From an optimization exercise on the open Yosys and OpenROAD flow, aimed at small area, a short achievable clock period and few clock cycles per item; shortcuts taken in it are not production practice.
Where RTL was checked, it was by simulation tests only, not by an equivalence proof against the original.
Power and IR drop assume default switching activity.

==> flow/design.v (excerpt) <==
module prefix_adder_top (
	input wire logic clk,
	input wire logic reset,
	input wire logic valid_in,
	input wire logic ready_in,
	input wire prefix_ctrl_pkg::tag_t tag_in,
	input wire prefix_data_pkg::block_t data_in,
	output logic busy,
	output logic ready_out,
	output logic valid_out,
	output prefix_ctrl_pkg::tag_t tag_out,
	output prefix_data_pkg::block_t data_out
);
==> module prefix_network, before the edit <==
module prefix_network (
	input wire logic clk,
	input wire logic enable,
	input wire prefix_data_pkg::block_t data_in,
	output prefix_data_pkg::block_t sums
);
	localparam int W = 8;
	localparam int N = 8;
	localparam int H = N / 2;
	localparam int J = 4;
	prefix_data_pkg::block_t layer1;
	prefix_data_pkg::block_t layer2;
	prefix_layer #(.SPAN(1)) u_layer1 (.sums_in(data_in), .sums_out(layer1));
	prefix_layer #(.SPAN(2)) u_layer2 (.sums_in(layer1), .sums_out(layer2));
	logic [N*W-1:0] flat2;
	assign flat2 = layer2;
	logic [N*W-1:0] next_sums;
	logic [H-1:0] next_carry;
	logic [N*W-1:0] held_sums;
	logic [H-1:0] held_carry;
	assign next_sums[H*W-1:0] = flat2[H*W-1:0];
	for (genvar i = H; i < N; i++) begin : g_upper
		if (J == 0) begin : g_none
			assign next_sums[i*W +: W] = flat2[i*W +: W];
			assign next_carry[i-H] = 1'b0;
		end else if (J >= W) begin : g_all
			assign next_sums[i*W +: W] = flat2[i*W +: W] + flat2[(H-1)*W +: W];
			assign next_carry[i-H] = 1'b0;
		end else begin : g_part
			logic [J:0] low;
			assign low = {1'b0, flat2[i*W +: J]} + {1'b0, flat2[(H-1)*W +: J]};
			assign next_sums[i*W +: W] = {flat2[i*W+J +: W-J], low[J-1:0]};
			assign next_carry[i-H] = low[J];
		end
	end
	always_ff @(posedge clk) begin
		if (enable) begin
			held_sums <= next_sums;
		end
	end
	if (J > 0 && J < W) begin : g_carry_reg
		always_ff @(posedge clk) begin
			if (enable) begin
				held_carry <= next_carry;
			end
		end
	end else begin : g_no_carry
		assign held_carry = '0;
	end
	prefix_finish u_finish (
		.held_sums(held_sums),
		.held_carry(held_carry),
		.sums(sums)
	);
endmodule
==> module prefix_finish, before the edit <==
module prefix_finish (
	input wire logic [8*8-1:0] held_sums,
	input wire logic [8/2-1:0] held_carry,
	output prefix_data_pkg::block_t sums
);
	localparam int W = 8;
	localparam int N = 8;
	localparam int H = N / 2;
	localparam int J = 4;
	logic [N*W-1:0] flat_out;
	assign flat_out[H*W-1:0] = held_sums[H*W-1:0];
	for (genvar i = H; i < N; i++) begin : g_finish
		if (J == 0) begin : g_none
			assign flat_out[i*W +: W] = held_sums[i*W +: W] + held_sums[(H-1)*W +: W];
		end else if (J >= W) begin : g_all
			assign flat_out[i*W +: W] = held_sums[i*W +: W];
		end else begin : g_part
			assign flat_out[i*W +: W] = {
				held_sums[i*W+J +: W-J] + held_sums[(H-1)*W+J +: W-J] + (W-J)'(held_carry[i-H]),
				held_sums[i*W +: J]
			};
		end
	end
	assign sums = flat_out;
endmodule
Settings: LEC_CHECK=0, ABC_AREA=1, CAP_MARGIN=20, CORE_MARGIN=2, CORE_UTILIZATION=60, CTS_BUF_LIST=sky130_fd_sc_hd__clkbuf_8, SLEW_MARGIN=20; clock period 4.0 ns.
standard.sh (not shown) runs the stock make flow with config.mk's settings and CLKGATE_MAP_FILE= SYNTH_SCRIPT=/design/flow/synth_recipe.tcl, a recipe that flattens the netlist after the stock synthesis.
==> flow/flow/run.sh <==
#!/bin/bash
# Layout flow: the standard layout (standard.sh) with these changes, all in synthesis
# mapping or port buffering; registers, floorplan, power grid, CTS and routing are standard.
#  - ADDER_MAP_FILE is empty, so adders are left to ABC instead of full/half adder cells
#  - prefix_finish (the logic between the block register and the outputs) is kept as its own
#    module through synthesis (SYNTH_KEEP_MODULES), and flow/synth_wrap.tcl maps it with
#    flow/abc_fast.script while the rest keeps the flow's ABC script; synth_recipe.tcl then
#    flattens the design as usual
#  - port buffers start as buf_1; repair resizes them where timing needs it
# Each make run's full output goes to a log file in the work folder.
set -euo pipefail
WORK=$(pwd)
bash standard.sh \
	SYNTH_SCRIPT="$WORK/flow/synth_wrap.tcl" \
	ADDER_MAP_FILE= \
	SYNTH_KEEP_MODULES=prefix_finish \
	"BUFFER_PORTS_ARGS=-buffer_cell sky130_fd_sc_hd__buf_1" \
	finish > "$WORK/make_finish.log" 2>&1
==> flow/flow/abc_fast.script <==
strash
dch
map -D 500
topo
upsize
dnsize
==> flow/flow/synth_wrap.tcl <==
# The standard flow's synthesis script; its one ABC call is split in two: the kept module prefix_finish
# is mapped with flow/abc_fast.script, the rest of the design with the flow's own script
set flow_dir [file dirname [file normalize [info script]]]
set fast_abc_script [file join $flow_dir abc_fast.script]
proc abc {args} {
	set fast_args $args
	set i [lsearch -exact $fast_args -script]
	if { $i >= 0 } {
		lset fast_args [expr {$i + 1}] $::fast_abc_script
	}
	puts "synth_wrap: abc {*}$fast_args prefix_finish"
	yosys abc {*}$fast_args prefix_finish
	puts "synth_wrap: abc {*}$args prefix_adder_top"
	yosys abc {*}$args prefix_adder_top
}
source [file join [file dirname $flow_dir] synth_recipe.tcl]
Rerun with:
--- a/flow/design.v
+++ b/flow/design.v
@@ -135,40 +135,56 @@
 				held_carry <= next_carry;
 			end
 		end
 	end else begin : g_no_carry
 		assign held_carry = '0;
 	end
+	localparam int C = 2;
+	localparam int HB = ((4 > 0 && 4 < 8) ? 8 - 4 : 1);
+	logic [C*HB-1:0] held_top_n;
+	if (J > 0 && J < W) begin : g_top_reg
+		always_ff @(posedge clk) begin
+			if (enable) begin
+				held_top_n <= ~{C{next_sums[(H-1)*W+J +: HB]}};
+			end
+		end
+	end else begin : g_no_top
+		assign held_top_n = '1;
+	end
 	prefix_finish u_finish (
 		.held_sums(held_sums),
 		.held_carry(held_carry),
+		.held_top_n(held_top_n),
 		.sums(sums)
 	);
 endmodule
 `default_nettype wire
 `timescale 1ns/10ps
 `default_nettype none
 module prefix_finish (
 	input wire logic [8*8-1:0] held_sums,
 	input wire logic [8/2-1:0] held_carry,
+	input wire logic [2*((4 > 0 && 4 < 8) ? 8 - 4 : 1)-1:0] held_top_n,
 	output prefix_data_pkg::block_t sums
 );
 	localparam int W = 8;
 	localparam int N = 8;
 	localparam int H = N / 2;
 	localparam int J = 4;
+	localparam int C = 2;
+	localparam int HB = ((4 > 0 && 4 < 8) ? 8 - 4 : 1);
 	logic [N*W-1:0] flat_out;
 	assign flat_out[H*W-1:0] = held_sums[H*W-1:0];
 	for (genvar i = H; i < N; i++) begin : g_finish
 		if (J == 0) begin : g_none
 			assign flat_out[i*W +: W] = held_sums[i*W +: W] + held_sums[(H-1)*W +: W];
 		end else if (J >= W) begin : g_all
 			assign flat_out[i*W +: W] = held_sums[i*W +: W];
 		end else begin : g_part
 			assign flat_out[i*W +: W] = {
-				held_sums[i*W+J +: W-J] + held_sums[(H-1)*W+J +: W-J] + (W-J)'(held_carry[i-H]),
+				held_sums[i*W+J +: W-J] + ~held_top_n[((i-H)*C/H)*HB +: W-J] + (W-J)'(held_carry[i-H]),
 				held_sums[i*W +: J]
 			};
 		end
 	end
 	assign sums = flat_out;
 endmodule
- via count climbs by 1.8%
- power climbs by 7.6%
- non-clock buffer count climbs by 1
- die area increases by 3.7%
- clock power climbs by 30%
- wire length climbs by 3.7%
- cell area rises by 4.3%
- register-to-register slack stays flat
- combinational power is about the same
Function was not checked in any run of this note: the RTL went through the layout flow alone.

---

The RTL this note starts from:
==> flow/design.v <==
`default_nettype none
package prefix_data_pkg;
	typedef logic signed [8-1:0] lane_t;
	typedef lane_t [8-1:0] block_t;
	function automatic logic [8-1:0] lane_add(
		input logic [8-1:0] a,
		input logic [8-1:0] b
	);
		logic [8-1:0] p;
		logic [8-1:0] gen;
		logic [8-1:0] prop;
		p = a ^ b;
		gen = a & b;
		prop = p;
		for (int s = 0; (1 << s) < 8; s++) begin
			for (int i = 8 - 1; i >= 0; i--) begin
				if ((i & (1 << s)) != 0) begin
					gen[i] = gen[i] | (prop[i] & gen[((i >> s) << s) - 1]);
					prop[i] = prop[i] & prop[((i >> s) << s) - 1];
				end
			end
		end
		lane_add = p ^ {gen[8-2:0], 1'b0};
	endfunction
endpackage
`default_nettype wire
`default_nettype none
package prefix_ctrl_pkg;
	typedef logic [32-1:0] tag_t;
endpackage
`default_nettype wire
`timescale 1ns/10ps
`default_nettype none
module pipe_control (
	input wire logic clk,
	input wire logic reset,
	input wire logic valid_in,
	input wire logic ready_in,
	input wire prefix_ctrl_pkg::tag_t tag_in,
	output logic enable,
	output logic ready_out,
	output logic busy,
	output logic valid_out,
	output prefix_ctrl_pkg::tag_t tag_out
);
	logic valid_q;
	prefix_ctrl_pkg::tag_t tag_q;
	assign enable = ready_in;
	assign ready_out = ready_in;
	always_ff @(posedge clk or posedge reset) begin
		if (reset) begin
			valid_q <= 1'b0;
		end else if (enable) begin
			valid_q <= valid_in;
		end
	end
	always_ff @(posedge clk) begin
		if (enable) begin
			tag_q <= tag_in;
		end
	end
	assign busy = valid_q;
	assign valid_out = valid_q;
	assign tag_out = tag_q;
endmodule
`default_nettype wire
`timescale 1ns/10ps
`default_nettype none
module prefix_layer #(
	parameter int SPAN = 1
) (
	input wire prefix_data_pkg::block_t sums_in,
	output prefix_data_pkg::block_t sums_out
);
	localparam int W = 8;
	logic [8*W-1:0] flat_in;
	logic [8*W-1:0] flat_next;
	assign flat_in = sums_in;
	for (genvar i = 0; i < 8; i++) begin : g_lane
		if ((i & SPAN) != 0) begin : g_add
			localparam int SRC = (i / (2 * SPAN)) * (2 * SPAN) + SPAN - 1;
			assign flat_next[i*W +: W] = prefix_data_pkg::lane_add(flat_in[i*W +: W], flat_in[SRC*W +: W]);
		end else begin : g_pass
			assign flat_next[i*W +: W] = flat_in[i*W +: W];
		end
	end
	assign sums_out = flat_next;
endmodule
`default_nettype wire
`timescale 1ns/10ps
`default_nettype none
module prefix_network (
	input wire logic clk,
	input wire logic enable,
	input wire prefix_data_pkg::block_t data_in,
	output prefix_data_pkg::block_t sums
);
	localparam int W = 8;
	localparam int N = 8;
	localparam int H = N / 2;
	localparam int J = 6;
	prefix_data_pkg::block_t layer1;
	prefix_data_pkg::block_t layer2;
	prefix_layer #(.SPAN(1)) u_layer1 (.sums_in(data_in), .sums_out(layer1));
	prefix_layer #(.SPAN(2)) u_layer2 (.sums_in(layer1), .sums_out(layer2));
	logic [N*W-1:0] flat2;
	assign flat2 = layer2;
	logic [N*W-1:0] next_sums;
	logic [H-1:0] next_carry;
	logic [N*W-1:0] held_sums;
	logic [H-1:0] held_carry;
	assign next_sums[H*W-1:0] = flat2[H*W-1:0];
	for (genvar i = H; i < N; i++) begin : g_upper
		if (J == 0) begin : g_none
			assign next_sums[i*W +: W] = flat2[i*W +: W];
			assign next_carry[i-H] = 1'b0;
		end else if (J >= W) begin : g_all
			assign next_sums[i*W +: W] = flat2[i*W +: W] + flat2[(H-1)*W +: W];
			assign next_carry[i-H] = 1'b0;
		end else begin : g_part
			logic [J:0] low;
			assign low = {1'b0, flat2[i*W +: J]} + {1'b0, flat2[(H-1)*W +: J]};
			assign next_sums[i*W +: W] = {flat2[i*W+J +: W-J], low[J-1:0]};
			assign next_carry[i-H] = low[J];
		end
	end
	always_ff @(posedge clk) begin
		if (enable) begin
			held_sums <= next_sums;
		end
	end
	if (J > 0 && J < W) begin : g_carry_reg
		always_ff @(posedge clk) begin
			if (enable) begin
				held_carry <= next_carry;
			end
		end
	end else begin : g_no_carry
		assign held_carry = '0;
	end
	logic [N*W-1:0] flat_out;
	assign flat_out[H*W-1:0] = held_sums[H*W-1:0];
	for (genvar i = H; i < N; i++) begin : g_finish
		if (J == 0) begin : g_none
			assign flat_out[i*W +: W] = held_sums[i*W +: W] + held_sums[(H-1)*W +: W];
		end else if (J >= W) begin : g_all
			assign flat_out[i*W +: W] = held_sums[i*W +: W];
		end else begin : g_part
			assign flat_out[i*W +: W] = {
				held_sums[i*W+J +: W-J] + held_sums[(H-1)*W+J +: W-J] + (W-J)'(held_carry[i-H]),
				held_sums[i*W +: J]
			};
		end
	end
	assign sums = flat_out;
endmodule
`default_nettype wire
`timescale 1ns/10ps
`default_nettype none
module prefix_adder_top (
	input wire logic clk,
	input wire logic reset,
	input wire logic valid_in,
	input wire logic ready_in,
	input wire prefix_ctrl_pkg::tag_t tag_in,
	input wire prefix_data_pkg::block_t data_in,
	output logic busy,
	output logic ready_out,
	output logic valid_out,
	output prefix_ctrl_pkg::tag_t tag_out,
	output prefix_data_pkg::block_t data_out
);
	logic enable;
	pipe_control u_control (
		.clk(clk),
		.reset(reset),
		.valid_in(valid_in),
		.ready_in(ready_in),
		.tag_in(tag_in),
		.enable(enable),
		.ready_out(ready_out),
		.busy(busy),
		.valid_out(valid_out),
		.tag_out(tag_out)
	);
	prefix_network u_network (
		.clk(clk),
		.enable(enable),
		.data_in(data_in),
		.sums(data_out)
	);
endmodule
`default_nettype wire
clock: 4.0 ns
lec_check: 0
abc_area: 1
cap_margin: 20
core_margin: 2
core_utilization: 60
slew_margin: 20
==> flow/flow/run.sh <==
#!/bin/bash
# Layout flow: the standard layout (standard.sh), with ADDER_MAP_FILE empty so adders are
# left to ABC, and port buffers starting as buf_1 (repair resizes them where timing needs it).
# Each make run's full output goes to a log file in the work folder.
set -euo pipefail
WORK=$(pwd)
bash standard.sh \
	ADDER_MAP_FILE= \
	"BUFFER_PORTS_ARGS=-buffer_cell sky130_fd_sc_hd__buf_1" \
	finish > "$WORK/make_finish.log" 2>&1
The baseline finished with timing, DRC and antenna clean.
Testbench counts at the start, summed over its fixed seeds: cycles 2,056, items 2,048.
==> next run, changes <==
--- a/flow/design.v
+++ b/flow/design.v
@@ -96,11 +96,11 @@
 	output prefix_data_pkg::block_t sums
 );
 	localparam int W = 8;
 	localparam int N = 8;
 	localparam int H = N / 2;
-	localparam int J = 6;
+	localparam int J = 4;
 	prefix_data_pkg::block_t layer1;
 	prefix_data_pkg::block_t layer2;
 	prefix_layer #(.SPAN(1)) u_layer1 (.sums_in(data_in), .sums_out(layer1));
 	prefix_layer #(.SPAN(2)) u_layer2 (.sums_in(layer1), .sums_out(layer2));
 	logic [N*W-1:0] flat2;
Result: Routed wire length hardly moves; non-clock buffer count stays the same; clock-buffer cell count is unchanged; power decreases by 7.9%; worst setup slack gets worse by 0.43 ns; register-to-register slack got worse by 0.02 ns; design area fell by 1.9%; die area goes down by 1.6%.
For the second run of this note, only the layout was checked, not whether the RTL still works.

---

== JK ==
RTL: the design.v shown in full above, as it stands there.
Settings: LEC_CHECK=0, CAP_MARGIN=20, CORE_MARGIN=2, CORE_UTILIZATION=40, SETUP_SLACK_MARGIN=2.0, SLEW_MARGIN=20; clock period 4.0 ns.
==> flow/flow/run.sh <==
#!/bin/bash
# Layout flow: the standard layout (standard.sh) with three changes, all in synthesis
# mapping or port buffering; registers, floorplan, power grid, CTS and routing are standard.
#  - synthesis runs synth_recipe.tcl unchanged, through flow/synth_wrap.tcl, which only swaps
#    the ABC script that maps the combinational logic for flow/abc_fast.script
#  - ADDER_MAP_FILE is empty, so adders are not frozen into full/half adder cells before ABC
#  - port buffers start as buf_1; repair resizes them where timing needs it
# Each make run's full output goes to a log file in the work folder.
set -euo pipefail
WORK=$(pwd)
bash standard.sh \
	SYNTH_SCRIPT="$WORK/flow/synth_wrap.tcl" \
	ADDER_MAP_FILE= \
	"BUFFER_PORTS_ARGS=-buffer_cell sky130_fd_sc_hd__buf_1" \
	finish > "$WORK/make_finish.log" 2>&1
==> flow/flow/synth_wrap.tcl <==
# The standard flow's synthesis script, with the ABC script for combinational mapping swapped
set flow_dir [file dirname [file normalize [info script]]]
set fast_abc_script [file join $flow_dir abc_fast.script]
proc abc {args} {
	set i [lsearch -exact $args -script]
	if { $i >= 0 } {
		lset args [expr {$i + 1}] $::fast_abc_script
	}
	puts "synth_wrap: abc {*}$args"
	yosys abc {*}$args
}
source [file join [file dirname $flow_dir] synth_recipe.tcl]
Scripts as last shown in full above: flow/flow/abc_fast.script
JK | stages: all done | timing, DRC, antenna: all pass
Testbench counts of JK, summed over its fixed seeds: cycles 2,056, items 2,048.
--- input diff JK..AL ---
-- flow/design.v --
<<< JK, line 99
	localparam int N = 8;
	localparam int H = N / 2;
	localparam int J = 6;
	prefix_data_pkg::block_t layer1;
	prefix_data_pkg::block_t layer2;
>>> AL, line 99
	localparam int N = 8;
	localparam int H = N / 2;
	localparam int J = 7;
	prefix_data_pkg::block_t layer1;
	prefix_data_pkg::block_t layer2;
[summary]
- AL vs JK — length of routed wiring on met1 climbed by a little under 10%
- AL vs. JK: count of inverters other than clock inverters in the layout lost about 22%; detailed-route wire length picked up an extra 8.0%.
- Measured against AL, the final non-filler cell area of JK comes out at 0.924 times the reference value.
- ~same via count of the first global-routing pass in AL and JK
- AL vs JK: fraction of met1 tracks used by global routing down in AL
- JK has a lower share of the cycle needed by the critical path after routing than AL.
- According to the power report, total power for AL is higher than for JK.
- In AL, the critical path depth came out 4 above the value in JK.
- From JK to AL the numbers moved as follows: share of the final layout cell area in multi-input gates up 1.4 points, fraction of met2 tracks used by global routing decreased by 1.6 points relative to the old numbers, number of inserted diodes shows no meaningful change.
For AL, only the layout was checked, not whether the RTL still works.

==> afterwards: timing with drivers on the ports <==
No port has a modelled driver above. Below, the same layouts with a new extraction and two added sets of constraints. Step 1, drivers: a clkbuf_16 drives clk and a buf_2 each remaining input, both assumed. Step 2 times the ports against the registers' clock, not the clock port: input delays grow and output delays shrink by t, the midpoint of the rising clock arrivals with the driver on. Slacks: ideal / step 1 / step 2; pairs: ideal / step 1.
run	t, ns	setup WS [ns]	latest minus earliest clock arrival (ns)	pins driven straight from the clock port
the first run of note 1	0.403	1.336 / 1.301 / 1.283	0.014 / 0.014	1
the second run of note 1	0.408	1.466 / 1.433 / 1.229	0.014 / 0.014	1
the first run of note 2	0.385	1.383 / 1.364 / 1.014	0.008 / 0.008	1
the second run of note 2	0.402	0.951 / 0.914 / 1.209	0.013 / 0.013	1
JK	0.391	1.333 / 1.317 / 0.926	0.010 / 0.010	1
AL	0.399	1.027 / 1.028 / 0.629	0.006 / 0.006	1
After both steps setup and hold are still met in every run listed. For JK, which loses most, drivers alone change the setup slack by -0.016 ns; drivers and shift together by -0.407 ns.
